Background: an optimization exercise with open tools, aiming at small area. Do not read the settings as production practice. The RTL was checked by simulation tests, not by an equivalence proof against the original design. No activity file was given, so power comes from the tool's default toggle rates.

==> flow/design.v <==
module r_debug_mw #(
   parameter int ADDR_BYTES  = 4,
   parameter int MAX_WORDS   = 16,
   parameter int TIMEOUT_CYC = 4096
) (
   input  logic        clk,
   input  logic        reset,
   output logic [63:0] O_TDATA,
   output logic        O_TVALID,
   output logic        O_TLAST,
   input  logic        O_TREADY,
   input  logic [63:0] I_TDATA,
   input  logic        I_TVALID,
   input  logic        I_TLAST,
   output logic        I_TREADY,
   output logic [7:0]  tx_data,
   output logic        tx_has_data,
   input  logic        tx_data_consume,
   input  logic [7:0]  rx_data,
   output logic        rx_has_space,
   input  logic        rx_data_produce,
   output logic        busy,
   output logic        err_sticky
);
   localparam logic [3:0] IDLE = 4'd0, CNT = 4'd1, ADDR = 4'd2, PAYLOAD = 4'd3,
                          MREQ = 4'd4, MRESP = 4'd5, TXDATA = 4'd6, TXACK = 4'd7, TXWAIT = 4'd8;
   logic [3:0]   state;
   logic [511:0] sb;           
   logic [31:2]  addr;
   logic [4:0]   n;            
   logic [1:0]   opc;          
   logic [5:0]   c;            
   logic [11:0]  tcnt;
   logic [3:0]   p;            
   logic         swap, zero, tmo, drain, tx_ld;
   logic         tx_sh, rx_ok, is_rd, is_wrs, is_fill, a, last_pay, acc, wr_en, cap, tx_free;
   logic [4:0]   e;
   logic [63:0]  beat;
   assign a            = addr[2];
   assign is_rd        = (opc == 2'b11);
   assign is_wrs       = (opc == 2'b10);
   assign is_fill      = (opc == 2'b01);
   assign rx_has_space = (state[3:2] == 2'b00);
   assign busy         = (state != IDLE);
   assign O_TVALID     = (state == MREQ);
   assign rx_ok        = rx_data_produce && rx_has_space;
   assign e            = n + {4'd0, a} + 5'd1;           
   assign last_pay     = (c[1:0] == 2'd3) && (is_fill || c[5:2] == e[3:0]);
   assign O_TLAST      = is_rd || (c[3:0] == e[4:1]);
   assign I_TREADY     = drain || (state == MRESP && (!is_rd || p[3]));
   assign acc          = I_TVALID && I_TREADY && !drain;
   assign wr_en        = (state == PAYLOAD) && rx_data_produce;
   assign cap          = (state == MRESP) && is_rd && acc;
   assign tx_free      = !tx_ld && !tx_has_data;
   assign tx_sh        = !p[3] && tx_free;
   logic        hsel;
   logic [7:0]  bsel;
   logic [63:0] header;
   assign hsel   = (c[3:0] == 4'd0);
   assign header = {{6'd0, is_rd, !is_rd}, {4'd0, e[4:1]}, {4'hF, {4{!a}}}, {{4{e[0]}}, 4'hF},
                    addr[31:3], 3'd0};
   always_comb begin
      for (int k = 0; k < 8; k++) bsel[k] = (c[2:0] == 3'(k)) && !hsel;
      O_TDATA = {64{hsel}} & header;
      for (int k = 0; k < 8; k++) O_TDATA = O_TDATA | ({64{bsel[k]}} & sb[64*k +: 64]);
   end
   logic [511:0] sb_in;
   always_comb
   begin
      for (int w = 0; w < 16; w++) sb_in[32*w +: 32] = {rx_data, sb[32*w+8 +: 24]};
      if (is_rd) sb_in[31:24] = sb[39:32];
   end
   always_ff @(posedge clk)
      for (int w = 0; w < 16; w++) begin
         if (w < 2 && cap)
            sb[32*w +: 32] <= I_TDATA[32*w +: 32];
         else if ((w < 2 && tx_sh) || (wr_en && (is_fill || c[5:2] == 4'(w))))
            sb[32*w +: 32] <= sb_in[32*w +: 32];
      end
   logic tz, tend;
   assign tz   = (tcnt[10:0] == 11'd0);
   assign tend = tz && tcnt[11];
   always_ff @(posedge clk) begin
      if (state == MRESP && !acc) begin
         if (!I_TVALID) tcnt <= {tcnt[10:0], tcnt[11] ^ tcnt[7] ^ tcnt[1] ^ tcnt[0] ^ tz};
      end else tcnt <= '0;
   end
   always_ff @(posedge clk) begin
      if (reset) begin
         state <= IDLE; p <= 4'b1000; tx_ld <= 1'b0; tx_has_data <= 1'b0;
         err_sticky <= 1'b0; drain <= 1'b0;
      end else begin
         tx_ld <= 1'b0;
         if (tx_ld) tx_has_data <= 1'b1;
         else if (tx_data_consume) tx_has_data <= 1'b0;
         if (!p[3] && tx_free) begin
            tx_data <= zero ? 8'd0 : swap ? sb[39:32] : sb[7:0];
            tx_ld   <= 1'b1;
            p       <= p + 4'd1;
         end
         if (drain && I_TVALID && I_TLAST) drain <= 1'b0;
         case (state)
            IDLE: begin
               tmo <= 1'b0;
               if (rx_ok) begin
                  opc <= {rx_data[1], rx_data[2] | !rx_data[0]};
                  if (rx_data == 8'h04) state <= TXACK;
                  else if (rx_data == 8'h01 || rx_data == 8'h02 || rx_data == 8'h03 || rx_data == 8'h05)
                     state <= CNT;
                  else begin tmo <= 1'b1; state <= TXACK; end
               end
            end
            CNT: if (rx_ok) begin
               n <= rx_data[4:0]; c <= '0;
               if (rx_data == 8'd0 || rx_data > 8'd16) begin tmo <= 1'b1; state <= TXACK; end
               else state <= ADDR;
            end
            ADDR: if (rx_ok) begin
               addr <= {rx_data, addr[31:10]};    
               c <= c + 6'd1;
               if (c[1:0] == 2'd3) begin
                  if (is_rd) begin c <= '0; state <= MREQ; end
                  else begin c <= {3'b001, addr[10], 2'b00}; state <= PAYLOAD; end
               end
            end
            PAYLOAD: if (rx_ok) begin
               c <= c + 6'd1;
               if (last_pay) begin c <= '0; state <= MREQ; end
            end
            MREQ: if (O_TREADY) begin
               if (O_TLAST) begin c <= {1'b0, n}; state <= MRESP; end
               else c <= c + 6'd1;
            end
            MRESP: begin
               if (acc) begin
                  if (is_rd) begin
                     zero <= 1'b0;
                     if (c == {1'b0, n} && a) begin
                        p <= 4'd4; swap <= 1'b1; c <= c - 6'd1;
                     end else if (c >= 6'd2) begin
                        p <= 4'd0; swap <= 1'b0; c <= c - 6'd2;
                     end else if (c != 6'd0) begin
                        p <= 4'd4; swap <= 1'b0; c <= '0;
                     end
                     if (I_TLAST) state <= TXDATA;
                  end else if (I_TLAST) begin
                     if (is_wrs) state <= TXACK;
                     else state <= IDLE;
                  end
               end else if (!I_TVALID && tend) begin
                  err_sticky <= 1'b1; drain <= 1'b1; tmo <= 1'b1;
                  if (is_rd) state <= TXDATA;
                  else if (is_wrs) state <= TXACK;
                  else state <= IDLE;
               end
            end
            TXDATA: if (p[3] && tx_free) begin
               if (c != 6'd0) begin
                  zero <= 1'b1; p <= 4'd4; c <= c - 6'd1;
               end else if (tmo) state <= TXACK;
               else state <= IDLE;
            end
            TXACK: if (tx_free) begin
               tx_data <= tmo ? 8'hEE : is_wrs ? 8'hAA : 8'hA5;
               tx_ld   <= 1'b1;
               if (tmo) err_sticky <= 1'b1;
               state   <= TXWAIT;
            end
            TXWAIT: if (tx_free) state <= IDLE;
            default: state <= IDLE;
         endcase
      end
   end
endmodule
==> flow/flow/run.sh <==
#!/bin/bash
# Standard ORFS layout; port buffers use the smallest buffer and CTS skips dummy loads.
set -euo pipefail
export BUFFER_PORTS_ARGS="-buffer_cell sky130_fd_sc_hd__buf_1"
export CTS_ARGS="-sink_clustering_enable -repair_clock_nets -dont_use_dummy_load -sink_clustering_size 16 -sink_clustering_max_diameter 60 -buf_list sky130_fd_sc_hd__clkbuf_8"
bash standard.sh > standard.log 2>&1
==> flow/standard.sh <==
#!/bin/bash
# synth_recipe.tcl (not shown) runs the flow's synth.tcl, then flattens the netlist and writes it again
# the make line also repeats each setting of config.mk as NAME=value (left out here)
make -C /OpenROAD-flow-scripts/flow DESIGN_CONFIG=/design/flow/config.mk WORK_HOME=/design/flow/orfs CLKGATE_MAP_FILE= SYNTH_SCRIPT=/design/flow/synth_recipe.tcl "${@:-finish}"
==> flow/config.mk <==
export PLATFORM = sky130hd
export DESIGN_NAME = r_debug_mw
export DESIGN_NICKNAME = r_debug_mw
export VERILOG_FILES = /design/flow/design.v
export SDC_FILE = /design/flow/constraint.sdc
export NUM_CORES = 4
export LEC_CHECK = 0
export CAP_MARGIN = 0
export CORE_MARGIN = 2
export CORE_UTILIZATION = 65
export GPL_TIMING_DRIVEN = 0
export PLACE_DENSITY = 0.75
export SLEW_MARGIN = 0
==> flow/constraint.sdc <==
create_clock -name core_clock -period 6.0 [get_ports {clk}]
set_input_delay 1.2000 -clock core_clock [delete_from_list [all_inputs] [get_ports {clk}]]
set_output_delay 1.2000 -clock core_clock [all_outputs]
set_load 0.01 [all_outputs]
==> results of run 1 <==
## through the flow
step                      instance area [sq um]  utilization [%]
after CTS                                 25740            72.38
after detailed placement                  25120            70.63
final                                     25760            72.41
after floorplan                           23520                -
after global routing                      25750            72.40
after global placement                    24680            69.40
## kinds of logic (layout without fill, tap and decap cells)
group           Yosys count  after routing  synth area share, %
compound gates          348            348                11.97
xor+xnor                 27             27                1.154
fa+ha+maj                12             12               0.6383
buf+inv                 123            343                2.000
flops                   590            590                74.30
mux                      21             21               0.8937
other cells               0              1                    0
simple gates            475            475                9.043
## sequential cells by signal, summed over array words and instances (netlist names), 2 cells and up
signal / flops
n: 5
opc: 2
c: 6
addr: 30
state: 4
p: 4
sb: 512
tx_data: 8
tcnt: 12
## where the power goes
part	internal, uW	leakage, uW	switching [uW]
Sequential	4700	0.00530	124
Clock	673	0.000324	1190
Combinational	713	0.00268	1600
## cell type report
cell class | count | area (sq um) | share of cell area (%)
multi-input combinational | 883 | 5708 | 22.16
buffer | 108 | 417.9 | 1.623
tap | 461 | 576.8 | 2.239
sequential | 590 | 17480 | 67.86
clock buffer | 45 | 619.3 | 2.405
antenna | 1 | 2.502 | 0.009716
inverter | 15 | 56.30 | 0.2186
timing repair buffer | 175 | 898.4 | 3.488
## repair_timing
action	in CTS	in global routing
gates resized for setup	1	5
endpoints found under the setup margin	30	14
pin swaps	0	0
## worst max-delay path, cell delays in order (launching register included)
cell and delay (ns):
edfxtp_1 0.55, inv_1 0.26, buf_2 0.39, ha_1 0.29
clkbuf_1 0.45, nor2b_1 0.26, clkbuf_2 0.39, clkbuf_1 0.63
a222oi_1 0.30, o211ai_1 0.26, buf_1 0.20
## layer usage
metal  wire length, um  vias to the layer above  global-route usage (%)
met2             29470                     1132                   51.65
met3              8320                      151                   5.897
li1                  -                     6717                       -
met1             25000                     7668                   51.85
met5                13                        -                       0
met4              2958                        2                   15.91
## worst max path at each step
| stage | start | to | slack [ns] | cells after the start |
|---|---|---|---|---|
| floorplan | reset | addr[10]$_DFFE_PP_ | 2.45 | 4 |
| global placement | c[2]$_DFFE_PP_ | O_TDATA[50] | 0.37 | 10 |
| detailed placement | c[2]$_DFFE_PP_ | O_TDATA[50] | 0.38 | 10 |
| CTS | c[0]$_DFFE_PP_ | O_TDATA[51] | 0.002 | 10 |
| global route | c[0]$_DFFE_PP_ | O_TDATA[51] | 0.11 | 10 |
| finish | c[2]$_DFFE_PP_ | O_TDATA[50] | 0.21 | 10 |
## placed cells by master, fill, tap and decap left out, types with 20 or more instances in the layout
master and count:
a222oi_1 55, buf_1 168, clkbuf_8 45, a22oi_1 62, a221oi_1 72, dfxtp_1 24
a21oi_1 37, clkbuf_1 85, a22o_1 41, nand4_1 20, nand3_1 47, nor2_1 58
mux2i_1 21, nand2_1 261, edfxtp_1 566
==> flow_metrics.env, run 1 <==
export IMPL_drtIter0Drc=2397
export IMPL_cap_violations=0
export IMPL_die_w_um=194.2
export IMPL_yosys_area_top_type_share_pct=72.26
export IMPL_ys_ff_latch=590
export IMPL_yosysTopAreaCell="edfxtp_1"
export IMPL_start_util_pct=66.13
export IMPL_fp_dieH_um=194.2
export IMPL_clock_latency_ns=0.66
export IMPL_total_power_uw=9001
export IMPL_fillerInstances=2341
export IMPL_hpwl_mm=47.04
export IMPL_vdd_drop_max_uv=246.7
export IMPL_leakagePower_uw=0.008303
export IMPL_grt_pass1_vias=14978
export IMPL_drive_above_1_share_pct=5.617
export IMPL_min_to="sb[364]$_DFFE_PP_"
export IMPL_grt_max_degree=33
export IMPL_ctsHoldBuffers=0
export IMPL_vias=15670
export IMPL_root_buffer="clkbuf_8"
export IMPL_r2r_start="state[0]$_SDFFE_PP0P_"
export IMPL_ys_warn_count=15
export IMPL_die_area_sq_um=37720
export IMPL_hold_path_class="reg -> reg"
export IMPL_end_kind="output port"
export IMPL_ant_nets=0
export IMPL_clock_sinks=590
export IMPL_yosysMostFrequentCell="edfxtp_1"
export IMPL_cts_made_buffers=45
export IMPL_synthArstFlopShare_pct=0
export IMPL_relSlewSlack_pct=8.835
export IMPL_synth_area_sq_um=23520
export IMPL_antenna_found_initial=1
export IMPL_synthTopCellsByArea="edfxtp_1 72%, nand2_1 4.2%, a221oi_1 2.7%, a222oi_1 2.3%, dfxtp_1 2.0%"
export IMPL_cts_buffer_depth=3
export IMPL_final_setup_viol_count=0
export IMPL_worst_pin_slew_ns=1.367
export IMPL_routed_wl_mm=65.77
export IMPL_placementRows=69
export IMPL_grt_ovfl_total=0
export IMPL_pin_count=158
export IMPL_instances_no_fill=2278
export IMPL_worst_hold_path_num_cells=0
export IMPL_post_place_ws_ns=0.3778
export IMPL_syn2layout_area_growth_pct=9.501
export IMPL_gp_congestion=0.9514
export IMPL_cts_setup_buffers=0
export IMPL_finalSetupTns_ns=0
export IMPL_worstPathArrival_ns=4.59
export IMPL_yosysSeqAreaShare_pct=74.30
export IMPL_post_drt_wl_per_cell_um=28.87
export IMPL_drc=0
export IMPL_coreArea_sq_um=35570
export IMPL_finalClockSkew_ns=0.09523
export IMPL_netlist_instances=1596
export IMPL_reg2reg_slack_ns=2.22
export IMPL_synth_distinct_cells=65
export IMPL_max_freq_mhz=172.8
export IMPL_power_density_nw_per_um2=349.5
export IMPL_synth_edf_count=566
export IMPL_htree_levels=2
export IMPL_finalMaxSlewViolations=0
export IMPL_worstSetupStartpointType="flip-flop"
export IMPL_fin_crit_sh_pct=96.48
export IMPL_grt_use_total_pct=34.95
export IMPL_r2r_end="sb[44]$_DFFE_PP_"
export IMPL_grt_pass1_wl_mm=95.72
export IMPL_nNetsFinal=1909
export IMPL_whs_ns=0.3822
export IMPL_synth_ff_type="edfxtp_1"
export IMPL_drt_pre_antenna_iters=6
export IMPL_outcome="timing/DRC/antenna clean"
export IMPL_crit_fanout=11
export IMPL_vias_per_cell=6.879
export IMPL_required_ns=4.80
export IMPL_fin_crit_ns=5.789
export IMPL_syn_avg_cell_area_sq_um=14.74
export IMPL_worst_setup_path_type="reg -> out"
export IMPL_rsz0062_at_grt="false"
export IMPL_syn_num_nets=1687
export IMPL_holdCritStartpoint="sb[372]$_DFFE_PP_"
export IMPL_io_buffers=156
export IMPL_hold_viol_final=0
export IMPL_clk_pin_slew_ns=0.09
export IMPL_cts_tree="done"
export IMPL_dpl_cell_count=2232
export IMPL_yosys_top_cells_count="566 x edfxtp_1, 261 x nand2_1, 87 x clkbuf_1"
export IMPL_setup_ws_ns=0.2113
export IMPL_r2r_cells=10
==> inputs of run 2 (changes only) <==
==> flow/flow/run.sh (replaced) <==
#!/bin/bash
# Standard ORFS layout; port buffers use the smallest buffer and CTS skips dummy loads.
set -euo pipefail
export BUFFER_PORTS_ARGS="-buffer_cell sky130_fd_sc_hd__buf_1"
export CTS_ARGS="-sink_clustering_enable -repair_clock_nets -dont_use_dummy_load -sink_clustering_size 10 -sink_clustering_max_diameter 40 -buf_list sky130_fd_sc_hd__clkbuf_4"
bash standard.sh > standard.log 2>&1
==> run 2 against run 1 <==
Flip-flop and latch count unchanged. Sequential power about the same. Fmax down 0.59%. Count of clock-buffer cells in the layout up 31. Global-route usage up 0.099 points. Wire length about the same. Total power down 0.74%. Sequential share of layout area up 0.12 points. Cell count up 1.4%. Worst hold slack better by 0.012 ns. Critical path type unchanged. Largest cell class unchanged. Largest power group unchanged.
==> flow_metrics.env, run 2 <==
export IMPL_outcome="timing/DRC/antenna clean"
export IMPL_grt_use_total_pct=35.05
export IMPL_die_w_um=194.2
export IMPL_finalClockSkew_ns=0.07836
export IMPL_cts_made_buffers=76
export IMPL_final_common_cell="edfxtp_1"
export IMPL_netlist_instances=1596
export IMPL_clock_sinks=590
export IMPL_leakagePower_uw=0.008336
export IMPL_worstSetupStartpointType="flip-flop"
export IMPL_r2r_end="sb[44]$_DFFE_PP_"
export IMPL_drtIter0Drc=2552
export IMPL_hpwl_mm=47.04
export IMPL_root_buffer="clkbuf_4"
export IMPL_power_density_nw_per_um2=347.5
export IMPL_antenna_found_initial=1
export IMPL_worst_hold_path_num_cells=0
export IMPL_vias_per_cell=6.869
export IMPL_grt_max_degree=33
export IMPL_fin_crit_sh_pct=97.05
export IMPL_synth_edf_count=566
export IMPL_yosys_top_cells_count="566 x edfxtp_1, 261 x nand2_1, 87 x clkbuf_1"
export IMPL_largest_reg_flops=512
export IMPL_clock_latency_ns=0.78
export IMPL_yosys_area_top_type_share_pct=72.26
export IMPL_pin_count=158
export IMPL_synth_area_sq_um=23520
export IMPL_vias=15861
export IMPL_fp_dieH_um=194.2
export IMPL_cts_setup_buffers=0
export IMPL_largest_register="sb"
export IMPL_coreArea_sq_um=35570
export IMPL_yosysSeqAreaShare_pct=74.30
export IMPL_worst_pin_slew_ns=1.342
export IMPL_rsz0062_at_grt="false"
export IMPL_r2r_cells=10
export IMPL_clk_pin_slew_ns=0.10
export IMPL_post_drt_wl_per_cell_um=28.50
export IMPL_drive_above_1_share_pct=7.309
export IMPL_drc=0
export IMPL_gp_congestion=0.9514
export IMPL_hold_viol_final=0
export IMPL_stdcell_area_sq_um=25710
export IMPL_placedInstanceArea_sq_um=25120
export IMPL_hold_path_class="reg -> reg"
export IMPL_drt_pre_antenna_iters=6
export IMPL_layout_common_cells="566 x edfxtp_1, 261 x nand2_1, 168 x buf_1, 83 x clkbuf_1, 76 x clkbuf_4"
export IMPL_relSlewSlack_pct=10.55
export IMPL_crit_fanout=10
export IMPL_ant_nets=0
export IMPL_synth_distinct_cells=65
export IMPL_routed_wl_mm=65.80
export IMPL_final_setup_viol_count=0
export IMPL_worst_setup_path_type="reg -> out"
export IMPL_cts_tree="done"
export IMPL_grt_pass1_vias=15151
export IMPL_fin_crit_ns=5.823
export IMPL_grt_ovfl_total=0
export IMPL_required_ns=4.80
export IMPL_grt_pass1_wl_mm=96.06
export IMPL_vdd_drop_max_uv=243.3
export IMPL_r2r_start="state[0]$_SDFFE_PP0P_"
export IMPL_worstPathArrival_ns=4.62
export IMPL_end_kind="output port"
export IMPL_nNetsFinal=1940
export IMPL_reg2reg_slack_ns=2.21
export IMPL_io_buffers=156
export IMPL_ys_warn_count=15
export IMPL_finalMaxSlewViolations=0
export IMPL_cap_violations=0
export IMPL_max_freq_mhz=171.7
export IMPL_syn_num_nets=1687
export IMPL_utilization_pct=72.28
export IMPL_synth_ff_type="edfxtp_1"
export IMPL_syn_avg_cell_area_sq_um=14.74
export IMPL_synthArstFlopShare_pct=0
export IMPL_die_area_sq_um=37720
export IMPL_yosysTopAreaCell="edfxtp_1"
export IMPL_biggestRegsByFlops="sb: 512 flops, addr: 30 flops, tcnt: 12 flops"
export IMPL_finalSetupTns_ns=0
export IMPL_whs_ns=0.3943
export IMPL_htree_levels=3
export IMPL_placementRows=69
export IMPL_yosysMostFrequentCell="edfxtp_1"
export IMPL_synthTopCellsByArea="edfxtp_1 72%, nand2_1 4.2%, a221oi_1 2.7%, a222oi_1 2.3%, dfxtp_1 2.0%"
export IMPL_cts_buffer_depth=3
export IMPL_holdCritStartpoint="sb[437]$_DFFE_PP_"
export IMPL_ys_ff_latch=590
export IMPL_min_to="sb[429]$_DFFE_PP_"
export IMPL_start_util_pct=66.13
export IMPL_syn2layout_area_growth_pct=9.304
==> run 2: cell types whose count changed in the layout (fill, tap and decap cells not counted) <==
cell	delta
clkbuf_4	+76
clkbuf_8	-45
clkbuf_1	-2
clkbuf_2	+2
==> run 2: per-layer routing <==
layer  vias up  GRT usage, %  wire length (um)
li1       6818             -                 -
met1      7736         51.98             25070
met2      1162         51.68             29540
met3       145         6.279              8497
met4         0         15.66              2690
met5         -             0                 0
==> run 2: cell type report <==
cell class	count	area, sq um
multi-input combinational	883	5708
tap	461	576.8
clock buffer	76	570.5
inverter	15	56.30
timing repair buffer	175	898.4
buffer	108	420.4
antenna	1	2.502
sequential	590	17480
fill	2380	9859
==> run 2: worst max path at each step <==
stage	startpoint	slack (ns)	endpoint	depth (start not counted)
global route	c[1]$_DFFE_PP_	0.03	O_TDATA[2]	10
global placement	c[2]$_DFFE_PP_	0.37	O_TDATA[50]	10
floorplan	reset	2.45	addr[10]$_DFFE_PP_	4
CTS	c[2]$_DFFE_PP_	0.15	O_TDATA[28]	10
detailed placement	c[2]$_DFFE_PP_	0.38	O_TDATA[50]	10
finish	c[0]$_DFFE_PP_	0.18	O_TDATA[50]	10
==> run 2: through the flow <==
step                setup WS (ns)  power, uW  cells
global placement           0.3706       7110   2213
CTS                        0.1514       8900   2308
finish                     0.1768       8935   2309
global route              0.03493       9255   2309
floorplan                   2.445       6180   1596
detailed placement         0.3778       7167   2232
==> run 2: cell families after synthesis <==
kind of cell    Yosys count  synth area share [%]
mux                      21                0.8937
buf+inv                 123                 2.000
simple gates            475                 9.043
compound gates          348                 11.97
flops                   590                 74.30
fa+ha+maj                12                0.6383
xor+xnor                 27                 1.154
==> run 2: worst max-delay path, stage by stage (launching register included) <==
cell	delay, ns
edfxtp_1	0.46
clkbuf_1	0.26
inv_1	0.22
ha_1	0.38
nor3b_4	0.66
nor2b_1	0.16
clkbuf_2	0.32
clkbuf_2	0.35
a222oi_1	0.61
o211ai_1	0.29
buf_1	0.19
==> run 2: power by group <==
| part | switching [uW] | internal (uW) | total, uW |
|---|---|---|---|
| Combinational | 1600 | 714 | 2310 |
| Clock | 1220 | 584 | 1800 |
| Sequential | 125 | 4700 | 4820 |
==> run 2: what timing repair did <==
item	4_1_cts	5_1_grt
endpoints found under the setup margin	40	10
pin swaps	0	0
resized for setup	5	2
hold buffers	0	0
==> inputs of run 3 (changes only) <==
--- a/flow/config.mk
+++ b/flow/config.mk
@@ -9,5 +9,4 @@
 export CORE_MARGIN = 2
 export CORE_UTILIZATION = 65
-export GPL_TIMING_DRIVEN = 0
 export PLACE_DENSITY = 0.75
 export SLEW_MARGIN = 0
==> run 3 against run 2 <==
Still clean. Fmax up 2.0%. Sequential power up 1%. Critical endpoint is now O_TDATA[51]. Largest cell class unchanged. Synthesized area did not move.
==> flow_metrics.env, run 3 <==
export IMPL_outcome="timing/DRC/antenna clean"
export IMPL_layout_common_cells="566 x edfxtp_1, 261 x nand2_1, 157 x buf_1, 75 x clkbuf_4, 72 x a221oi_1"
export IMPL_ctsHoldBuffers=0
export IMPL_relSlewSlack_pct=22.20
export IMPL_yosysSeqAreaShare_pct=74.30
export IMPL_holdCritStartpoint="sb[255]$_DFFE_PP_"
export IMPL_pin_count=158
export IMPL_worst_pin_slew_ns=1.164
export IMPL_postCtsResizedCells=0
export IMPL_rsz0062_at_grt="false"
export IMPL_placementRows=69
export IMPL_largest_reg_flops=512
export IMPL_drive_above_1_share_pct=8.267
export IMPL_r2r_cells=9
export IMPL_die_area_sq_um=37720
export IMPL_drtIter0Drc=2301
export IMPL_ff_latch_area_sq_um=17480
export IMPL_ys_ff_latch=590
export IMPL_max_freq_mhz=175.2
export IMPL_grt_ovfl_total=0
export IMPL_grt_pass1_vias=14691
export IMPL_largest_register="sb"
export IMPL_synth_area_sq_um=23520
export IMPL_path_cells="inv_1, ha_1, nor3b_4, nor2b_4, buf_4, a222oi_1, nand3_1, buf_1"
export IMPL_vias_per_cell=6.892
export IMPL_post_drt_wl_per_cell_um=27.44
export IMPL_grt_pass1_wl_mm=91.12
export IMPL_crit_family="simple AND/OR/NAND/NOR gates"
export IMPL_worst_hold_path_num_cells=0
export IMPL_r2r_end="state[2]$_SDFFE_PP0P_"
export IMPL_reg2reg_slack_ns=2.01
export IMPL_end_kind="output port"
export IMPL_startpoint="c[1]$_DFFE_PP_"
export IMPL_r2r_start="c[1]$_DFFE_PP_"
export IMPL_root_buffer="clkbuf_4"
export IMPL_drt_pre_antenna_iters=9
export IMPL_syn_avg_cell_area_sq_um=14.74
export IMPL_power_density_nw_per_um2=346.9
export IMPL_fin_crit_ns=5.708
export IMPL_clock_sinks=590
export IMPL_fp_dieH_um=194.2
export IMPL_synth_ff_type="edfxtp_1"
export IMPL_vdd_drop_max_uv=167.9
export IMPL_syn2layout_area_growth_pct=7.352
export IMPL_utilization_pct=70.99
export IMPL_hpwl_mm=39.68
export IMPL_drc=0
export IMPL_io_buffers=157
export IMPL_crit_fanout=20
export IMPL_cap_violations=0
export IMPL_final_common_cell="edfxtp_1"
export IMPL_ant_nets=0
export IMPL_worst_setup_path_type="reg -> out"
export IMPL_syn_num_nets=1687
export IMPL_worstSetupStartpointType="flip-flop"
export IMPL_yosys_area_top_type_share_pct=72.26
export IMPL_fin_crit_sh_pct=95.13
export IMPL_hold_viol_final=0
export IMPL_synth_distinct_cells=65
export IMPL_worstPathArrival_ns=4.51
export IMPL_yosys_top_cells_count="566 x edfxtp_1, 261 x nand2_1, 87 x clkbuf_1"
export IMPL_nNetsFinal=1847
export IMPL_setup_ws_ns=0.2924
export IMPL_biggestRegsByFlops="sb: 512 flops, addr: 30 flops, tcnt: 12 flops"
export IMPL_post_place_ws_ns=1.149
export IMPL_cts_tree="done"
export IMPL_routed_wl_mm=60.83
export IMPL_hold_path_class="reg -> reg"
export IMPL_cts_buffer_depth=3
export IMPL_cpPeakStageDelay_ns=0.72
export IMPL_path_buf_inv=3
export IMPL_path_depth=8
export IMPL_leakagePower_uw=0.008197
export IMPL_clock_latency_ns=0.79
export IMPL_grt_use_total_pct=32.37
export IMPL_required_ns=4.80
export IMPL_htree_levels=3
export IMPL_coreArea_sq_um=35570
export IMPL_cts_setup_buffers=0
export IMPL_synth_edf_count=566
export IMPL_fillerInstances=2351
export IMPL_synthArstFlopShare_pct=0
export IMPL_final_setup_viol_count=0
export IMPL_stdcell_area_sq_um=25250
export IMPL_die_w_um=194.2
export IMPL_gp_congestion=0.9748
export IMPL_crit_end="O_TDATA[51]"
export IMPL_placedInstanceArea_sq_um=24680
export IMPL_multiInputGateArea_sq_um=5728
export IMPL_finalMaxSlewViolations=0
export IMPL_finalSetupTns_ns=0
export IMPL_start_util_pct=66.13
export IMPL_vias=15280
export IMPL_netlist_instances=1596
export IMPL_yosysTopAreaCell="edfxtp_1"
export IMPL_ys_warn_count=15
export IMPL_slowest_stage="nor3b_4"
export IMPL_yosysMostFrequentCell="edfxtp_1"
export IMPL_antenna_found_initial=2
export IMPL_clk_pin_slew_ns=0.11
export IMPL_synthTopCellsByArea="edfxtp_1 72%, nand2_1 4.2%, a221oi_1 2.7%, a222oi_1 2.3%, dfxtp_1 2.0%"
export IMPL_grt_max_degree=60
export IMPL_cts_made_buffers=75
export IMPL_finalClockSkew_ns=0.09989
[run 3: final cells by class]
cell class	instances	share of cell area [%]
antenna	2	0.01982
sequential	590	69.21
tap	461	2.284
multi-input combinational	883	22.68
inverter	15	0.2230
clock buffer	75	2.230
timing repair buffer	191	3.345
[run 3: cells by family (layout without fill, tap and decap cells)]
| logic type | count (synthesis) | count (layout) | synth area share (%) |
|---|---|---|---|
| compound gates | 348 | 348 | 11.97 |
| mux | 21 | 21 | 0.8937 |
| simple gates | 475 | 475 | 9.043 |
| flops | 590 | 590 | 74.30 |
| xor+xnor | 27 | 27 | 1.154 |
| buf+inv | 123 | 281 | 2.000 |
| other cells | 0 | 2 | 0 |
| fa+ha+maj | 12 | 12 | 0.6383 |
[run 3: how the worst min path moves through the flow]
stage,end,slack [ns]
after CTS,sb[325]$_DFFE_PP_,0.43
after global placement,sb[433]$_DFFE_PP_,0.43
after global routing,sb[405]$_DFFE_PP_,0.44
after detailed placement,sb[394]$_DFFE_PP_,0.43
after floorplan,addr[10]$_DFFE_PP_,0.43
final,sb[247]$_DFFE_PP_,0.43
[run 3: layer usage]
metal,track usage [%],vias to the layer above,routed length [um]
li1,-,6630,-
met3,8.384,133,8017
met5,0,-,0
met1,50.06,7419,24470
met4,12.85,0,2424
met2,44.39,1098,25910
[run 3: power breakdown]
| group | switching [uW] | internal (uW) | total (uW) | leakage [uW] |
|---|---|---|---|---|
| logic | 1410 | 684 | 2090 | 0.00255 |
| registers | 189 | 4700 | 4890 | 0.00530 |
| clock network | 1200 | 577 | 1780 | 0.000345 |
[run 3: per-stage QoR]
stage          hold slack (ns)  total power, uW  cells
6_report                0.4326             8758   2217
3_5_place_dp            0.4325             7025   2140
3_3_place_gp            0.4283             6988   2140
2_1_floorplan           0.4252             6180   1596
5_1_grt                 0.4407             9087   2217
4_1_cts                 0.4321             8742   2215
==> inputs of run 4 (changes only) <==
--- a/flow/config.mk
+++ b/flow/config.mk
@@ -8,5 +8,5 @@
 export CAP_MARGIN = 0
 export CORE_MARGIN = 2
-export CORE_UTILIZATION = 65
-export PLACE_DENSITY = 0.75
+export CORE_UTILIZATION = 75
+export PLACE_DENSITY = 0.85
 export SLEW_MARGIN = 0
==> run 4 against run 3 <==
Via count grew 4.3%. First-iteration DRC count grew 40%. Die area down 13%. Largest power group unchanged.
==> flow_metrics.env, run 4 <==
export IMPL_wl_met3_mm=9.738
export IMPL_fin_crit_sh_pct=88.36
export IMPL_power_clock_fraction_pct=20.0
export IMPL_cts_setup_buffers=0
export IMPL_fillerInstances=1593
export IMPL_placedInstanceArea_sq_um=24630
export IMPL_max_freq_mhz=188.6
export IMPL_antenna_found_initial=2
export IMPL_drt_pre_antenna_iters=9
export IMPL_dr_wl_met2_mm=28.10
export IMPL_final_setup_viol_count=0
export IMPL_cts_tree="done"
export IMPL_grt_pass1_vias=15179
export IMPL_yosysMostFrequentCell="edfxtp_1"
export IMPL_switching_share_pct=32.30
export IMPL_ff_latch_area_sq_um=17480
export IMPL_worstPathArrival_ns=4.10
export IMPL_vdd_drop_max_uv=268.4
export IMPL_post_drt_wl_per_cell_um=29.39
export IMPL_drc=0
export IMPL_hpwl_mm=41.88
export IMPL_yosys_top_cells_count="566 x edfxtp_1, 261 x nand2_1, 87 x clkbuf_1"
export IMPL_finalClockSkew_ns=0.1157
export IMPL_nNetsFinal=1847
export IMPL_relSlewSlack_pct=24.36
export IMPL_drive_above_1_share_pct=8.267
export IMPL_hold_viol_final=0
export IMPL_power_density_nw_per_um2=349.2
export IMPL_root_buffer="clkbuf_4"
export IMPL_fin_crit_ns=5.302
export IMPL_leakagePower_uw=0.008205
export IMPL_whs_ns=0.4156
export IMPL_syn_avg_cell_area_sq_um=14.74
export IMPL_start_util_pct=76.49
export IMPL_placementRows=64
export IMPL_synthArstFlopShare_pct=0
export IMPL_hold_path_class="reg -> reg"
export IMPL_gp_congestion=0.9508
export IMPL_pwr_share_seq_pct=55.7
export IMPL_comb_power_share_pct=24.3
export IMPL_synth_edf_count=566
export IMPL_total_power_uw=8793
export IMPL_stdcell_area_sq_um=25180
export IMPL_utilization_pct=81.88
export IMPL_grt_pass1_wl_mm=93.63
export IMPL_synth_area_sq_um=23520
export IMPL_required_ns=4.80
export IMPL_outcome="timing/DRC/antenna clean"
export IMPL_worstSetupStartpointType="flip-flop"
export IMPL_cts_buffer_depth=3
export IMPL_postCtsResizedCells=0
export IMPL_grt_ovfl_total=0
export IMPL_finalSetupTns_ns=0
export IMPL_largest_register="sb"
export IMPL_grt_use_total_pct=38.78
export IMPL_multiInputGateArea_sq_um=5713
export IMPL_synthTopCellsByArea="edfxtp_1 72%, nand2_1 4.2%, a221oi_1 2.7%, a222oi_1 2.3%, dfxtp_1 2.0%"
export IMPL_syn_num_nets=1687
export IMPL_worst_setup_path_type="reg -> out"
export IMPL_crit_fanout=30
export IMPL_yosys_area_top_type_share_pct=72.26
export IMPL_rsz0062_at_grt="false"
export IMPL_clk_pin_slew_ns=0.10
export IMPL_finalMaxSlewViolations=0
export IMPL_end_kind="output port"
export IMPL_drtIter0Drc=3211
export IMPL_ys_warn_count=15
export IMPL_wl_met1_mm=22.74
export IMPL_coreArea_sq_um=30750
export IMPL_clock_latency_ns=0.75
export IMPL_io_buffers=157
export IMPL_synth_distinct_cells=65
export IMPL_vias_per_cell=7.405
export IMPL_ant_nets=0
export IMPL_top_layer="met4"
export IMPL_biggestRegsByFlops="sb: 512 flops, addr: 30 flops, tcnt: 12 flops"
export IMPL_grt_max_degree=75
export IMPL_syn2layout_area_growth_pct=7.048
export IMPL_reg2reg_slack_ns=2.00
export IMPL_ys_ff_latch=590
export IMPL_fp_dieH_um=181.1
export IMPL_yosysTopAreaCell="edfxtp_1"
export IMPL_die_w_um=181.1
export IMPL_yosysSeqAreaShare_pct=74.30
export IMPL_worst_pin_slew_ns=1.132
export IMPL_layout_common_cells="566 x edfxtp_1, 261 x nand2_1, 157 x buf_1, 73 x clkbuf_4, 72 x a221oi_1"
export IMPL_pin_count=158
export IMPL_power_switching_uw=2840
export IMPL_cap_violations=0
export IMPL_final_common_cell="edfxtp_1"
export IMPL_routed_wl_mm=63.25
export IMPL_htree_levels=3
export IMPL_die_area_sq_um=32790
export IMPL_largest_reg_flops=512
export IMPL_synth_ff_type="edfxtp_1"
export IMPL_netlist_instances=1596
export IMPL_p_int_uw=5953
export IMPL_ctsHoldBuffers=0
export IMPL_clock_sinks=590
export IMPL_vias=15936
export IMPL_cts_made_buffers=73
==> run 4: cell count changes in the layout (fill, tap and decap cells not counted) <==
cell and change:
nor2_2 +3, nor2_4 -3, buf_12 +2, clkbuf_4 -2
==> run 4: logic make-up after synthesis <==
| logic type | Yosys count | share of synthesized area, % |
|---|---|---|
| fa+ha+maj | 12 | 0.6383 |
| buf+inv | 123 | 2.000 |
| flops | 590 | 74.30 |
| compound gates | 348 | 11.97 |
| xor+xnor | 27 | 1.154 |
| mux | 21 | 0.8937 |
| simple gates | 475 | 9.043 |
==> run 4: critical path, stage by stage (launching register included) <==
cell and delay [ns]:
edfxtp_1 0.67, inv_1 0.57, ha_1 0.49, nor2b_4 0.85
buf_4 0.38, a222oi_1 0.11, nand4_1 0.18, buf_1 0.17
==> run 4: final timing paths <==
check	startpoint	endpoint	depth (start not counted)
max	c[2]$_DFFE_PP_	O_TDATA[55]	7
min	addr[23]$_DFFE_PP_	addr[15]$_DFFE_PP_	0
max reg2reg	c[1]$_DFFE_PP_	state[2]$_SDFFE_PP0P_	10
min reg2reg	addr[23]$_DFFE_PP_	addr[15]$_DFFE_PP_	0
==> run 4: layer usage <==
layer  track usage, %  up-vias
met4            14.73        0
met3            10.60      203
li1                 -     6609
met2            56.49     1457
met5                0        -
met1            57.29     7667
==> run 4: through the flow <==
step | instances | setup slack (ns)
floorplan | 1596 | 2.445
global placement | 2077 | 1.501
detailed placement | 2077 | 1.461
CTS | 2150 | 0.7449
global route | 2152 | 0.6068
finish | 2152 | 0.6983
==> run 4: cell type report <==
cell class | count | share of cell area, %
sequential | 590 | 69.41
multi-input combinational | 883 | 22.69
clock buffer | 73 | 2.177
inverter | 15 | 0.2236
tap | 396 | 1.968
timing repair buffer | 193 | 3.513
antenna | 2 | 0.01988
==> run 4: power by group through the flow <==
stage          logic [uW]  registers, uW  clock network, uW
6_report             2140           4890               1760
2_1_floorplan        1310           4870                  0
3_3_place_gp         2040           4970                  0
3_5_place_dp         2070           4980                  0
4_1_cts              2090           4880               1760
5_1_grt              2260           4910               1890
==> inputs of run 5 (changes only) <==
--- a/flow/design.v
+++ b/flow/design.v
@@ -23,7 +23,7 @@
    output logic        err_sticky
 );
-   localparam logic [3:0] IDLE = 4'd0, CNT = 4'd1, ADDR = 4'd2, PAYLOAD = 4'd3,
-                          MREQ = 4'd4, MRESP = 4'd5, TXDATA = 4'd6, TXACK = 4'd7, TXWAIT = 4'd8;
-   logic [3:0]   state;
+   localparam logic [2:0] IDLE = 3'd0, CNT = 3'd1, ADDR = 3'd2, PAYLOAD = 3'd3,
+                          MREQ = 3'd4, MRESP = 3'd5, TXDATA = 3'd6, TXACK = 3'd7;
+   logic [2:0]   state;
    logic [511:0] sb;           
    logic [31:2]  addr;
@@ -41,5 +41,5 @@
    assign is_wrs       = (opc == 2'b10);
    assign is_fill      = (opc == 2'b01);
-   assign rx_has_space = (state[3:2] == 2'b00);
+   assign rx_has_space = !state[2];
    assign busy         = (state != IDLE);
    assign O_TVALID     = (state == MREQ);
@@ -102,5 +102,5 @@
          case (state)
             IDLE: begin
-               tmo <= 1'b0;
+               tmo <= 1'b0; c <= '0;
                if (rx_ok) begin
                   opc <= {rx_data[1], rx_data[2] | !rx_data[0]};
@@ -112,5 +112,5 @@
             end
             CNT: if (rx_ok) begin
-               n <= rx_data[4:0]; c <= '0;
+               n <= rx_data[4:0];
                if (rx_data == 8'd0 || rx_data > 8'd16) begin tmo <= 1'b1; state <= TXACK; end
                else state <= ADDR;
@@ -129,5 +129,5 @@
             end
             MREQ: if (O_TREADY) begin
-               if (O_TLAST) begin c <= {1'b0, n}; state <= MRESP; end
+               if (O_TLAST) state <= MRESP;
                else c <= c + 6'd1;
             end
@@ -135,11 +135,11 @@
                if (acc) begin
                   if (is_rd) begin
-                     zero <= 1'b0;
-                     if (c == {1'b0, n} && a) begin
-                        p <= 4'd4; swap <= 1'b1; c <= c - 6'd1;
-                     end else if (c >= 6'd2) begin
-                        p <= 4'd0; swap <= 1'b0; c <= c - 6'd2;
-                     end else if (c != 6'd0) begin
-                        p <= 4'd4; swap <= 1'b0; c <= '0;
+                     zero <= 1'b0; c <= 6'd1;
+                     if (c == 6'd0 && a) begin
+                        p <= 4'd4; swap <= 1'b1; n <= n - 5'd1;
+                     end else if (n >= 5'd2) begin
+                        p <= 4'd0; swap <= 1'b0; n <= n - 5'd2;
+                     end else if (n != 5'd0) begin
+                        p <= 4'd4; swap <= 1'b0; n <= '0;
                      end
                      if (I_TLAST) state <= TXDATA;
@@ -156,6 +156,6 @@
             end
             TXDATA: if (p[3] && tx_free) begin
-               if (c != 6'd0) begin
-                  zero <= 1'b1; p <= 4'd4; c <= c - 6'd1;
+               if (n != 5'd0) begin
+                  zero <= 1'b1; p <= 4'd4; n <= n - 5'd1;
                end else if (tmo) state <= TXACK;
                else state <= IDLE;
@@ -165,8 +165,8 @@
                tx_ld   <= 1'b1;
                if (tmo) err_sticky <= 1'b1;
-               state   <= TXWAIT;
+               tmo     <= 1'b0;
+               n       <= '0;
+               state   <= TXDATA;
             end
-            TXWAIT: if (tx_free) state <= IDLE;
-            default: state <= IDLE;
          endcase
       end
==> flow/flow/run.sh (replaced) <==
#!/bin/bash
# Standard ORFS layout with: an area-oriented ABC script for the final technology mapping,
# the smallest buffer for port buffering, and CTS without dummy loads.
set -euo pipefail
export FLOW_WORK=$(pwd)
export MY_ABC_SCRIPT=$FLOW_WORK/flow/area.script
export BUFFER_PORTS_ARGS="-buffer_cell sky130_fd_sc_hd__buf_1"
export CTS_ARGS="-sink_clustering_enable -repair_clock_nets -dont_use_dummy_load -sink_clustering_size 10 -sink_clustering_max_diameter 40 -buf_list sky130_fd_sc_hd__clkbuf_4"
bash standard.sh SYNTH_SCRIPT=$FLOW_WORK/flow/wrap.tcl finish > standard.log 2>&1
==> flow/flow/area.script (new file) <==
strash
dc2
dch -f
amap
topo
stime -c
==> flow/flow/wrap.tcl (new file) <==
# The standard synthesis script, with the final ABC mapping run from flow/area.script
# (an area-oriented script) instead of ORFS's delay-oriented one. Registers are mapped before
# this step, so they are the standard synthesis's registers.
proc abc {args} {
  set i [lsearch $args -script]
  if { $i >= 0 } { lset args [expr {$i + 1}] $::env(MY_ABC_SCRIPT) }
  yosys abc {*}$args
}
source $::env(FLOW_WORK)/synth_recipe.tcl
--- a/flow/config.mk
+++ b/flow/config.mk
@@ -8,5 +8,5 @@
 export CAP_MARGIN = 0
 export CORE_MARGIN = 2
-export CORE_UTILIZATION = 75
-export PLACE_DENSITY = 0.85
+export CORE_UTILIZATION = 65
+export PLACE_DENSITY = 0.75
 export SLEW_MARGIN = 0
==> run 5 against run 4 <==
Critical path depth is 4 higher. Worst setup slack improved by 0.26 ns. Sequential power hardly changed. Cell count fell by 1.4%. Core utilization fell by 10 points. Largest cell class unchanged.
==> flow_metrics.env, run 5 <==
export IMPL_antenna_found_initial=2
export IMPL_r2r_start="state[0]$_SDFFE_PP0P_"
export IMPL_clock_latency_ns=0.75
export IMPL_biggestRegsByFlops="sb: 512 flops, addr: 30 flops, tcnt: 12 flops"
export IMPL_relSlewSlack_pct=17.20
export IMPL_die_w_um=189.8
export IMPL_yosysSeqAreaShare_pct=77.79
export IMPL_power_density_nw_per_um2=380.5
export IMPL_grt_use_total_pct=32.76
export IMPL_die_area_sq_um=36030
export IMPL_grt_max_degree=61
export IMPL_grt_ovfl_total=0
export IMPL_syn_avg_cell_area_sq_um=16.01
export IMPL_drtIter0Drc=2755
export IMPL_worstSetupStartpointType="flip-flop"
export IMPL_postCtsResizedCells=0
export IMPL_post_place_ws_ns=1.740
export IMPL_root_buffer="clkbuf_4"
export IMPL_worstPathArrival_ns=3.85
export IMPL_placementRows=68
export IMPL_setup_ws_ns=0.9547
export IMPL_yosys_area_top_type_share_pct=75.74
export IMPL_required_ns=4.80
export IMPL_worst_setup_path_type="reg -> out"
export IMPL_yosysTopAreaCell="edfxtp_1"
export IMPL_multiInputGateArea_sq_um=4863
export IMPL_gp_congestion=0.9223
export IMPL_synth_area_sq_um=22440
export IMPL_routed_wl_mm=58.89
export IMPL_reg2reg_slack_ns=2.13
export IMPL_whs_ns=0.4001
export IMPL_synth_ff_type="edfxtp_1"
export IMPL_finalClockSkew_ns=0.1456
export IMPL_grt_pass1_vias=14795
export IMPL_synthTopCellsByArea="edfxtp_1 76%, a222oi_1 5.2%, a22oi_1 2.3%, nand2_1 2.2%, dfxtp_1 2.1%"
export IMPL_synthArstFlopShare_pct=0
export IMPL_netlist_instances=1402
export IMPL_nNetsFinal=1760
export IMPL_vias_per_cell=7.003
export IMPL_worst_pin_slew_ns=1.239
export IMPL_fin_crit_ns=5.045
export IMPL_pin_count=158
export IMPL_crit_fanout=28
export IMPL_leakagePower_uw=0.007616
export IMPL_outcome="timing/DRC/antenna clean"
export IMPL_hold_path_class="reg -> reg"
export IMPL_fin_crit_sh_pct=84.09
export IMPL_max_freq_mhz=198.2
export IMPL_clock_sinks=589
export IMPL_syn2layout_area_growth_pct=9.406
export IMPL_rsz0062_at_grt="false"
export IMPL_cts_tree="done"
export IMPL_cts_setup_buffers=0
export IMPL_worst_hold_path_num_cells=0
export IMPL_drt_pre_antenna_iters=9
export IMPL_finalSetupTns_ns=0
export IMPL_fillerInstances=2205
export IMPL_coreArea_sq_um=34290
export IMPL_clk_pin_slew_ns=0.09
export IMPL_layout_common_cells="566 x edfxtp_1, 157 x buf_1, 131 x nand2_1, 116 x a222oi_1, 101 x nor2_1"
export IMPL_fp_dieH_um=189.8
export IMPL_htree_levels=3
export IMPL_end_kind="output port"
export IMPL_cts_made_buffers=76
export IMPL_holdCritStartpoint="sb[345]$_DFFE_PP_"
export IMPL_synth_edf_count=566
export IMPL_cts_buffer_depth=3
export IMPL_min_to="sb[337]$_DFFE_PP_"
export IMPL_io_buffers=157
export IMPL_ff_latch_area_sq_um=17460
export IMPL_hpwl_mm=36.04
export IMPL_vdd_drop_max_uv=325.3
export IMPL_final_setup_viol_count=0
export IMPL_grt_pass1_wl_mm=87.14
export IMPL_start_util_pct=65.45
export IMPL_vias=14854
export IMPL_hold_viol_final=0
export IMPL_finalMaxSlewViolations=0
export IMPL_cap_violations=0
export IMPL_ys_ff_latch=589
export IMPL_syn_num_nets=1496
export IMPL_largest_register="sb"
export IMPL_r2r_end="state[2]$_SDFFE_PP0P_"
export IMPL_final_common_cell="edfxtp_1"
export IMPL_ctsHoldBuffers=0
export IMPL_drive_above_1_share_pct=7.933
export IMPL_synth_distinct_cells=38
export IMPL_r2r_cells=13
export IMPL_yosys_top_cells_count="566 x edfxtp_1, 132 x nand2_1, 116 x a222oi_1"
export IMPL_largest_reg_flops=512
export IMPL_ant_nets=0
export IMPL_ys_warn_count=15
export IMPL_drc=0
export IMPL_yosysMostFrequentCell="edfxtp_1"
export IMPL_post_drt_wl_per_cell_um=27.76
## run 5: changes by cell type after synthesis, sizes merged, moves of 31 or more
cell    change
a221oi     -65
a222oi     +61
clkbuf     -87
clkinv     +71
nand2     -129
nand3      -36
nand4      +34
nor2       +46
o21ai      +31
## run 5: cell type report
cell class,instances,area share [%]
Sequential cell,589,71.10
Timing Repair Buffer,186,3.338
Antenna cell,2,0.02038
Tap cell,455,2.319
Inverter,71,1.091
Clock buffer,76,2.324
Multi-Input combinational cell,742,19.81
## run 5: per-layer routing
metal	vias to the layer above	routed length (um)	GRT usage, %
met4	0	2043	13.42
met3	150	7302	6.438
met1	7228	22420	47.21
met2	1074	27120	50.14
li1	6402	-	-
met5	-	0	0
## run 5: power breakdown
group | internal [uW] | leakage, uW | switching [uW]
Sequential | 4740 | 0.00530 | 148
Combinational | 837 | 0.00197 | 1830
Clock | 584 | 0.000350 | 1210
## run 5: stage by stage
| stage | power (uW) | utilization, % | cells | instance area [sq um] |
|---|---|---|---|---|
| 6_report | 9343 | 71.61 | 2121 | 24550 |
| 5_1_grt | 9704 | 71.61 | 2121 | 24550 |
| 4_1_cts | 9311 | 71.59 | 2119 | 24550 |
| 3_5_place_dp | 7590 | 69.93 | 2043 | 23980 |
| 3_3_place_gp | 7538 | 69.93 | 2043 | 23980 |
| 2_1_floorplan | 6466 | - | 1402 | 22440 |
## run 5: critical path, stage by stage, from the launching register on
cell and delay, ns:
edfxtp_1 0.53, clkinv_1 0.32, nand3_1 0.17, buf_4 0.22, clkinv_1 0.23, nor2b_4 0.55, buf_4 0.51, a222oi_1 0.13
nand2_1 0.11, a21oi_1 0.04, nand3_1 0.14, buf_1 0.17
## run 5: cell families (layout without fill, tap and decap cells)
| family | after synthesis | in the layout | synth area share (%) |
|---|---|---|---|
| AOI/OAI and AO/OA | 382 | 382 | 13.46 |
| adders and majority gates | 15 | 15 | 0.8363 |
| buffers and inverters | 71 | 333 | 1.188 |
| DFF | 589 | 589 | 77.79 |
| other | 0 | 2 | 0 |
| and+or+nand+nor | 345 | 345 | 6.730 |
## run 5: worst max path at each step
stage | from | to | slack, ns | depth (start not counted)
2_1_floorplan | opc[0]$_DFFE_PP_ | sb[0]$_DFFE_PP_ | 0.004 | 9
3_3_place_gp | I_TVALID | state[2]$_SDFFE_PP0P_ | 1.77 | 10
4_1_cts | c[2]$_DFFE_PP_ | O_TDATA[38] | 1.02 | 11
3_5_place_dp | I_TVALID | state[2]$_SDFFE_PP0P_ | 1.74 | 10
6_report | c[2]$_DFFE_PP_ | O_TDATA[38] | 0.95 | 11
5_1_grt | c[2]$_DFFE_PP_ | O_TDATA[38] | 0.79 | 11
==> inputs of run 6 (changes only) <==
==> flow/flow/area.script (replaced) <==
strash
dc2
dch -f
amap
strash
dch -f
amap
topo
stime -c
--- a/flow/config.mk
+++ b/flow/config.mk
@@ -9,4 +9,5 @@
 export CORE_MARGIN = 2
 export CORE_UTILIZATION = 65
+export GPL_TIMING_DRIVEN = 0
 export PLACE_DENSITY = 0.75
 export SLEW_MARGIN = 0
==> run 6 against run 5 <==
Fmax fell by 13%. Final area rose by 2.5%. Via count rose by 2.2%. Clock power barely moved. First-iteration DRC count fell by 12%. Flip-flop and latch count did not move. Global-route usage rose by 0.56 points. Critical endpoint is now O_TDATA[16]. Synthesized area rose by 0.42%. Wire length rose by 1.3%. Clock skew fell by 0.056 ns. Largest power group unchanged. Die area rose by 0.41%. Core utilization rose by 1.6 points.
==> flow_metrics.env, run 6 <==
export IMPL_cpPeakStageDelay_ns=0.50
export IMPL_netlist_instances=1441
export IMPL_cts_made_buffers=75
export IMPL_die_w_um=190.2
export IMPL_worst_pin_slew_ns=1.276
export IMPL_cts_tree="done"
export IMPL_worst_hold_path_num_cells=0
export IMPL_synth_compound_area_share_pct=13.38
export IMPL_cts_buffer_depth=3
export IMPL_finalMaxSlewViolations=0
export IMPL_reg2reg_slack_ns=0.61
export IMPL_antenna_found_initial=2
export IMPL_clock_sinks=589
export IMPL_synth_top_family_by_area="compound AO/OA/AOI/OAI gates"
export IMPL_dpl_cell_count=2085
export IMPL_fin_crit_sh_pct=96.59
export IMPL_nNetsFinal=1802
export IMPL_fin_crit_ns=5.796
export IMPL_p_int_uw=6255
export IMPL_post_drt_wl_per_cell_um=27.60
export IMPL_pwr_share_seq_pct=51.3
export IMPL_crit_fanout=44
export IMPL_syn_num_nets=1535
export IMPL_required_ns=4.80
export IMPL_final_setup_viol_count=0
export IMPL_worst_setup_path_type="reg -> out"
export IMPL_vdd_drop_max_uv=300.6
export IMPL_switching_share_pct=34.19
export IMPL_leakagePower_uw=0.007698
export IMPL_outcome="timing/DRC/antenna clean"
export IMPL_yosysTopAreaCell="edfxtp_1"
export IMPL_placementRows=68
export IMPL_synth_edf_count=566
export IMPL_vias_per_cell=7.025
export IMPL_grt_use_total_pct=33.32
export IMPL_synthTopCellsByArea="edfxtp_1 75%, a222oi_1 4.7%, nor2_1 2.4%, nand2_1 2.0%, dfxtp_1 2.0%"
export IMPL_synthArstFlopShare_pct=0
export IMPL_holdCritStartpoint="sb[311]$_DFFE_PP_"
export IMPL_io_buffers=157
export IMPL_r2r_end="sb[8]$_DFFE_PP_"
export IMPL_drive_above_1_share_pct=8.089
export IMPL_grt_max_degree=92
export IMPL_syn_avg_cell_area_sq_um=15.64
export IMPL_cap_violations=0
export IMPL_instances_no_fill=2162
export IMPL_synthAdderAreaFrac_pct=0.8328
export IMPL_synth_area_sq_um=22540
export IMPL_worstPathArrival_ns=4.60
export IMPL_ant_nets=0
export IMPL_muxShareOfSynthArea_pct=0
export IMPL_biggestRegsByFlops="sb: 512 flops, addr: 30 flops, tcnt: 12 flops"
export IMPL_root_buffer="clkbuf_4"
export IMPL_htree_levels=3
export IMPL_end_kind="output port"
export IMPL_layout_common_cells="566 x edfxtp_1, 157 x buf_1, 125 x nor2_1, 123 x nand2_1, 106 x a222oi_1"
export IMPL_grt_ovfl_total=0
export IMPL_finalClockSkew_ns=0.08983
export IMPL_drtIter0Drc=2430
export IMPL_yosys_area_top_type_share_pct=75.42
export IMPL_die_area_sq_um=36180
export IMPL_fp_dieH_um=190.2
export IMPL_coreArea_sq_um=34370
export IMPL_worstSetupStartpointType="flip-flop"
export IMPL_synth_xor_area_share_pct=0
export IMPL_start_util_pct=65.56
export IMPL_synth_distinct_cells=38
export IMPL_path_buf_inv=7
export IMPL_ys_warn_count=15
export IMPL_largest_reg_flops=512
export IMPL_ctsHoldBuffers=0
export IMPL_syn2layout_area_growth_pct=11.72
export IMPL_yosys_top_cells_count="566 x edfxtp_1, 143 x nor2_1, 123 x nand2_1"
export IMPL_routed_wl_mm=59.67
export IMPL_hold_viol_final=0
export IMPL_ys_ff_latch=589
export IMPL_r2r_start="opc[1]$_DFFE_PP_"
export IMPL_hold_path_class="reg -> reg"
export IMPL_clk_pin_slew_ns=0.11
export IMPL_power_clock_fraction_pct=18.8
export IMPL_power_switching_uw=3249
export IMPL_synth_ff_type="edfxtp_1"
export IMPL_vias=15188
export IMPL_final_common_cell="edfxtp_1"
export IMPL_r2r_cells=8
export IMPL_hpwl_mm=38.44
export IMPL_rsz0062_at_grt="false"
export IMPL_synth_simple_area_share_pct=6.790
export IMPL_comb_power_share_pct=29.8
export IMPL_slowest_stage="edfxtp_1"
export IMPL_min_to="sb[303]$_DFFE_PP_"
export IMPL_grt_pass1_wl_mm=88.38
export IMPL_yosysSeqAreaShare_pct=77.46
export IMPL_crit_family="buffers and inverters"
export IMPL_post_place_ws_ns=-0.05078
export IMPL_max_freq_mhz=172.5
export IMPL_largest_register="sb"
export IMPL_pin_count=158
export IMPL_grt_pass1_vias=14791
export IMPL_path_cells="clkinv_1, ha_1, clkinv_1, nor2_4, buf_12, clkinv_2, nand3_1, clkinv_2, buf_16, a222oi_1, o2111ai_1, buf_1"
export IMPL_power_density_nw_per_um2=377.5
export IMPL_gp_congestion=0.8953
export IMPL_setup_ws_ns=0.2044
export IMPL_drt_pre_antenna_iters=8
export IMPL_drc=0
export IMPL_clock_latency_ns=0.79
export IMPL_whs_ns=0.3590
export IMPL_relSlewSlack_pct=14.59
export IMPL_yosysMostFrequentCell="edfxtp_1"
==> run 6: cell count changes after synthesis, sizes merged, moves of 9 or more <==
cell     change
o2111ai     +12
a22oi       -17
a22o        -43
nand4       -10
o22a        +39
nand2        -9
o21ai       -14
clkinv      +21
nor2        +28
a21oi       +33
a222oi      -10
==> run 6: power by group through the flow <==
stage / Clock, uW / Sequential, uW / Combinational [uW]
global placement: 0 / 4980 / 2560
global route: 1970 / 4900 / 3030
detailed placement: 0 / 4960 / 2790
floorplan: 0 / 4920 / 1560
CTS: 1800 / 4870 / 2800
finish: 1790 / 4880 / 2840
==> run 6: cell type report <==
cell class	count	area (sq um)
diodes	1	2.502
clock buffers	75	563.0
fillers	2235	9198
inverters	92	361.6
multi-input cells	760	4902
flip-flops and latches	589	17460
well taps	455	569.3
repair buffers	190	1320
==> run 6: kinds of logic (layout without fill, tap and decap cells) <==
| logic type | Yosys count | after routing |
|---|---|---|
| adder cells (fa/ha/maj) | 15 | 15 |
| AND/OR/NAND/NOR | 354 | 354 |
| other | 0 | 1 |
| AO/OA/AOI/OAI | 391 | 391 |
| flip-flops | 589 | 589 |
| buffers and inverters | 92 | 357 |
==> run 6: per-layer routing <==
| metal | GRT usage, % | share of wire (%) |
|---|---|---|
| met2 | 49.49 | 45 |
| met1 | 48.87 | 39 |
| met4 | 13.83 | 3.5 |
| met3 | 7.028 | 12 |
| met5 | 0 | 0 |
==> run 6: timing repair <==
action,in CTS,in global routing
pin swaps,1,0
resized for setup,1,2
setup endpoints to repair,64,10
setup buffers,1,0
==> run 6: how the worst max path moves through the flow <==
stage                   startpoint  slack (ns)               to  cells after the start
floorplan                 I_TVALID        0.01  p[2]$_SDFF_PP0_                      6
global placement          I_TVALID       -5.84  sb[0]$_DFFE_PP_                      7
detailed placement  c[0]$_DFFE_PP_       -0.05      O_TDATA[16]                     12
CTS                 c[1]$_DFFE_PP_        0.11      O_TDATA[16]                     12
global route        c[1]$_DFFE_PP_        0.07      O_TDATA[16]                     12
finish              c[1]$_DFFE_PP_        0.20      O_TDATA[16]                     12
==> run 6: metrics by stage <==
stage          setup TNS [ns]  utilization (%)  area, sq um  total power (uW)
5_1_grt                     0            73.24        25180              9890
3_5_place_dp         -0.08845            71.56        24600              7751
2_1_floorplan               0                -        22540              6480
6_report                    0            73.24        25180              9504
3_3_place_gp          -946.32            68.93        23690              7543
4_1_cts                     0            73.23        25170              9474
==> inputs of run 7 (changes only) <==
--- a/flow/config.mk
+++ b/flow/config.mk
@@ -9,4 +9,5 @@
 export CORE_MARGIN = 2
 export CORE_UTILIZATION = 65
+export GPL_ROUTABILITY_DRIVEN = 0
 export GPL_TIMING_DRIVEN = 0
 export PLACE_DENSITY = 0.75
==> run 7 against run 6 <==
Critical path depth fell by 2. Still clean on timing, DRC and antenna. Highest routed layer unchanged. Worst setup slack got worse by 0.10 ns. Global-route usage fell by 0.70 points. Combinational power barely moved. Count of clock-buffer cells in the layout fell by 1. Clock skew fell by 0.021 ns. Fmax fell by 1.7%.
==> flow_metrics.env, run 7 <==
export IMPL_reg2reg_slack_ns=0.72
export IMPL_r2r_end="sb[0]$_DFFE_PP_"
export IMPL_final_common_cell="edfxtp_1"
export IMPL_yosysMostFrequentCell="edfxtp_1"
export IMPL_drc=0
export IMPL_muxShareOfSynthArea_pct=0
export IMPL_synth_simple_area_share_pct=6.790
export IMPL_r2r_start="opc[1]$_DFFE_PP_"
export IMPL_crit_end="O_TDATA[16]"
export IMPL_cpPeakStageDelay_ns=0.54
export IMPL_largest_register="sb"
export IMPL_die_area_sq_um=36180
export IMPL_fin_crit_ns=5.899
export IMPL_power_density_nw_per_um2=376.7
export IMPL_synth_distinct_cells=38
export IMPL_post_drt_wl_per_cell_um=27.12
export IMPL_synth_area_sq_um=22540
export IMPL_root_buffer="clkbuf_4"
export IMPL_grt_use_total_pct=32.62
export IMPL_synthTopCellsByArea="edfxtp_1 75%, a222oi_1 4.7%, nor2_1 2.4%, nand2_1 2.0%, dfxtp_1 2.0%"
export IMPL_syn_num_nets=1535
export IMPL_placementRows=68
export IMPL_total_power_uw=9459
export IMPL_max_freq_mhz=169.5
export IMPL_synth_ff_type="edfxtp_1"
export IMPL_yosysSeqAreaShare_pct=77.46
export IMPL_ant_nets=0
export IMPL_grt_pass1_vias=14592
export IMPL_instances_no_fill=2161
export IMPL_hold_viol_final=0
export IMPL_yosysTopAreaCell="edfxtp_1"
export IMPL_synth_edf_count=566
export IMPL_synth_xor_area_share_pct=0
export IMPL_crit_path_frequent_cell="clkinv_2"
export IMPL_r2r_cells=8
export IMPL_clock_latency_ns=0.77
export IMPL_yosys_top_cells_count="566 x edfxtp_1, 143 x nor2_1, 123 x nand2_1"
export IMPL_relSlewSlack_pct=13.26
export IMPL_finalClockSkew_ns=0.06903
export IMPL_cts_tree="done"
export IMPL_die_w_um=190.2
export IMPL_nNetsFinal=1801
export IMPL_ys_warn_count=15
export IMPL_grt_pass1_wl_mm=86.62
export IMPL_synthAdderAreaFrac_pct=0.8328
export IMPL_syn_avg_cell_area_sq_um=15.64
export IMPL_path_cells="clkinv_1, nand2_1, nor2_4, clkinv_2, nand3_1, clkinv_2, buf_12, a222oi_1, o2111ai_1, buf_1"
export IMPL_synth_compound_area_share_pct=13.38
export IMPL_utilization_pct=73.05
export IMPL_yosys_area_top_type_share_pct=75.42
export IMPL_crit_fanout=40
export IMPL_layout_common_cells="566 x edfxtp_1, 157 x buf_1, 125 x nor2_1, 123 x nand2_1, 106 x a222oi_1"
export IMPL_routed_wl_mm=58.60
export IMPL_vias_per_cell=6.952
export IMPL_end_kind="output port"
export IMPL_start_util_pct=65.56
export IMPL_hpwl_mm=37.12
export IMPL_worstPathArrival_ns=4.70
export IMPL_vias=15024
export IMPL_drive_above_1_share_pct=8.094
export IMPL_pin_count=158
export IMPL_cap_violations=0
export IMPL_slowest_stage="edfxtp_1"
export IMPL_clk_pin_slew_ns=0.11
export IMPL_syn2layout_area_growth_pct=11.42
export IMPL_hold_path_class="reg -> reg"
export IMPL_largest_reg_flops=512
export IMPL_synthArstFlopShare_pct=0
export IMPL_ys_ff_latch=589
export IMPL_vdd_drop_max_uv=253.9
export IMPL_final_setup_viol_count=0
export IMPL_outcome="timing/DRC/antenna clean"
export IMPL_biggestRegsByFlops="sb: 512 flops, addr: 30 flops, tcnt: 12 flops"
export IMPL_cts_buffer_depth=3
export IMPL_finalSetupTns_ns=0
export IMPL_dpl_cell_count=2084
export IMPL_synth_top_family_by_area="compound AO/OA/AOI/OAI gates"
export IMPL_htree_levels=3
export IMPL_stdcell_area_sq_um=25110
export IMPL_drtIter0Drc=2863
export IMPL_netlist_instances=1441
export IMPL_worst_pin_slew_ns=1.296
export IMPL_drt_pre_antenna_iters=8
export IMPL_antenna_found_initial=1
export IMPL_cts_made_buffers=74
export IMPL_fp_dieH_um=190.2
export IMPL_finalMaxSlewViolations=0
export IMPL_grt_ovfl_total=0
export IMPL_coreArea_sq_um=34370
export IMPL_io_buffers=157
export IMPL_required_ns=4.80
export IMPL_placedInstanceArea_sq_um=24530
export IMPL_fin_crit_sh_pct=98.31
export IMPL_clock_sinks=589
export IMPL_rsz0062_at_grt="false"
export IMPL_worst_setup_path_type="reg -> out"
export IMPL_grt_max_degree=92
export IMPL_worstSetupStartpointType="flip-flop"
export IMPL_leakagePower_uw=0.007664
export IMPL_startpoint="c[2]$_DFFE_PP_"
-- run 7: report_power, final --
group	switching [uW]	internal [uW]	leakage, uW
Combinational	1890	923	0.00203
Clock	1200	569	0.000340
Sequential	151	4730	0.00530
-- run 7: worst min-delay path by stage --
stage / startpoint / slack, ns / to / cells past startpoint
after floorplan: addr[16]$_DFFE_PP_ / 0.42 / addr[8]$_DFFE_PP_ / 0
after global placement: sb[304]$_DFFE_PP_ / 0.43 / sb[296]$_DFFE_PP_ / 0
after detailed placement: sb[94]$_DFFE_PP_ / 0.43 / sb[86]$_DFFE_PP_ / 0
after CTS: sb[169]$_DFFE_PP_ / 0.40 / sb[161]$_DFFE_PP_ / 0
after global routing: sb[105]$_DFFE_PP_ / 0.41 / sb[97]$_DFFE_PP_ / 0
final: sb[169]$_DFFE_PP_ / 0.41 / sb[161]$_DFFE_PP_ / 0
-- run 7: kinds of logic after synthesis --
family / Yosys count
AOI/OAI and AO/OA: 391
adders and majority gates: 15
buffers and inverters: 92
DFF: 589
and+or+nand+nor: 354
-- run 7: timing repair --
| item | CTS | global route |
|---|---|---|
| cloned | 1 | 0 |
| pin swaps | 1 | 1 |
| gates resized for setup | 1 | 2 |
| hold endpoints to repair | 0 | 0 |
| hold buffers | 0 | 0 |
| setup buffers | 1 | 0 |
| endpoints found under the setup margin | 64 | 2 |
-- run 7: critical path: cells and delay by family, from the launching register on --
kind | cells | cell delay (ns)
AO/OA/AOI/OAI | 2 | 0.73
buffers and inverters | 5 | 1.74
flip-flops | 1 | 0.54
AND/OR/NAND/NOR | 3 | 0.91
-- run 7: stage by stage --
stage	hold WS (ns)	setup WS [ns]
6_report	0.4064	0.1012
5_1_grt	0.4112	0.01938
4_1_cts	0.4023	0.09122
3_5_place_dp	0.4317	-0.02393
3_3_place_gp	0.4267	-5.612
2_1_floorplan	0.4211	0.01449
-- run 7: layer usage --
metal | share of wire (%) | GRT usage, % | vias up
met5 | 0 | 0 | -
met3 | 13 | 7.139 | 144
met1 | 39 | 48.26 | 7229
li1 | - | - | 6491
met2 | 44 | 47.33 | 1160
met4 | 4.0 | 14.67 | 0
-- run 7: final cells by class --
cell class,instances,area [sq um]
fill,2124,9265
tap,455,569.3
inverter,92,364.1
antenna,1,2.502
sequential,589,17460
multi-input combinational,761,4908
clock buffer,74,555.5
timing repair buffer,189,1251

[what the ideal ports hide]
The results above use ideal ports. As a check the final layouts listed here were re-extracted and re-timed, cells and wires unchanged. Step 1 sets driving cells, clkbuf_16 on the clock port and buf_2 on the other inputs (assumed; they add their load-dependent delay and slew). Step 2 moves the port delays by t, midway between the first and last clock arrival at a register: inputs arrive t later, outputs are due t later. That takes back most of the time a late clock gives input paths. Three values: ideal, step 1, step 2; two values: the first two.
run | shift t [ns] | setup slack, ns | worst setup path after step 2 | worst register clock-pin slew, ns
run 1 | 0.661 | 0.211 / 0.160 / 0.822 | register to output | 0.10 / 0.10
run 2 | 0.791 | 0.177 / 0.125 / 0.916 | register to output | 0.11 / 0.11
run 3 | 0.788 | 0.292 / 0.245 / 1.034 | register to output | 0.11 / 0.11
run 4 | 0.732 | 0.698 / 0.647 / 1.379 | register to output | 0.11 / 0.11
run 5 | 0.731 | 0.955 / 0.903 / 1.634 | register to output | 0.11 / 0.11
run 6 | 0.793 | 0.204 / 0.158 / 0.607 | register to register | 0.11 / 0.11
run 7 | 0.770 | 0.101 / 0.059 / 0.719 | register to register | 0.12 / 0.12
After both steps setup and hold are still met in every run listed.
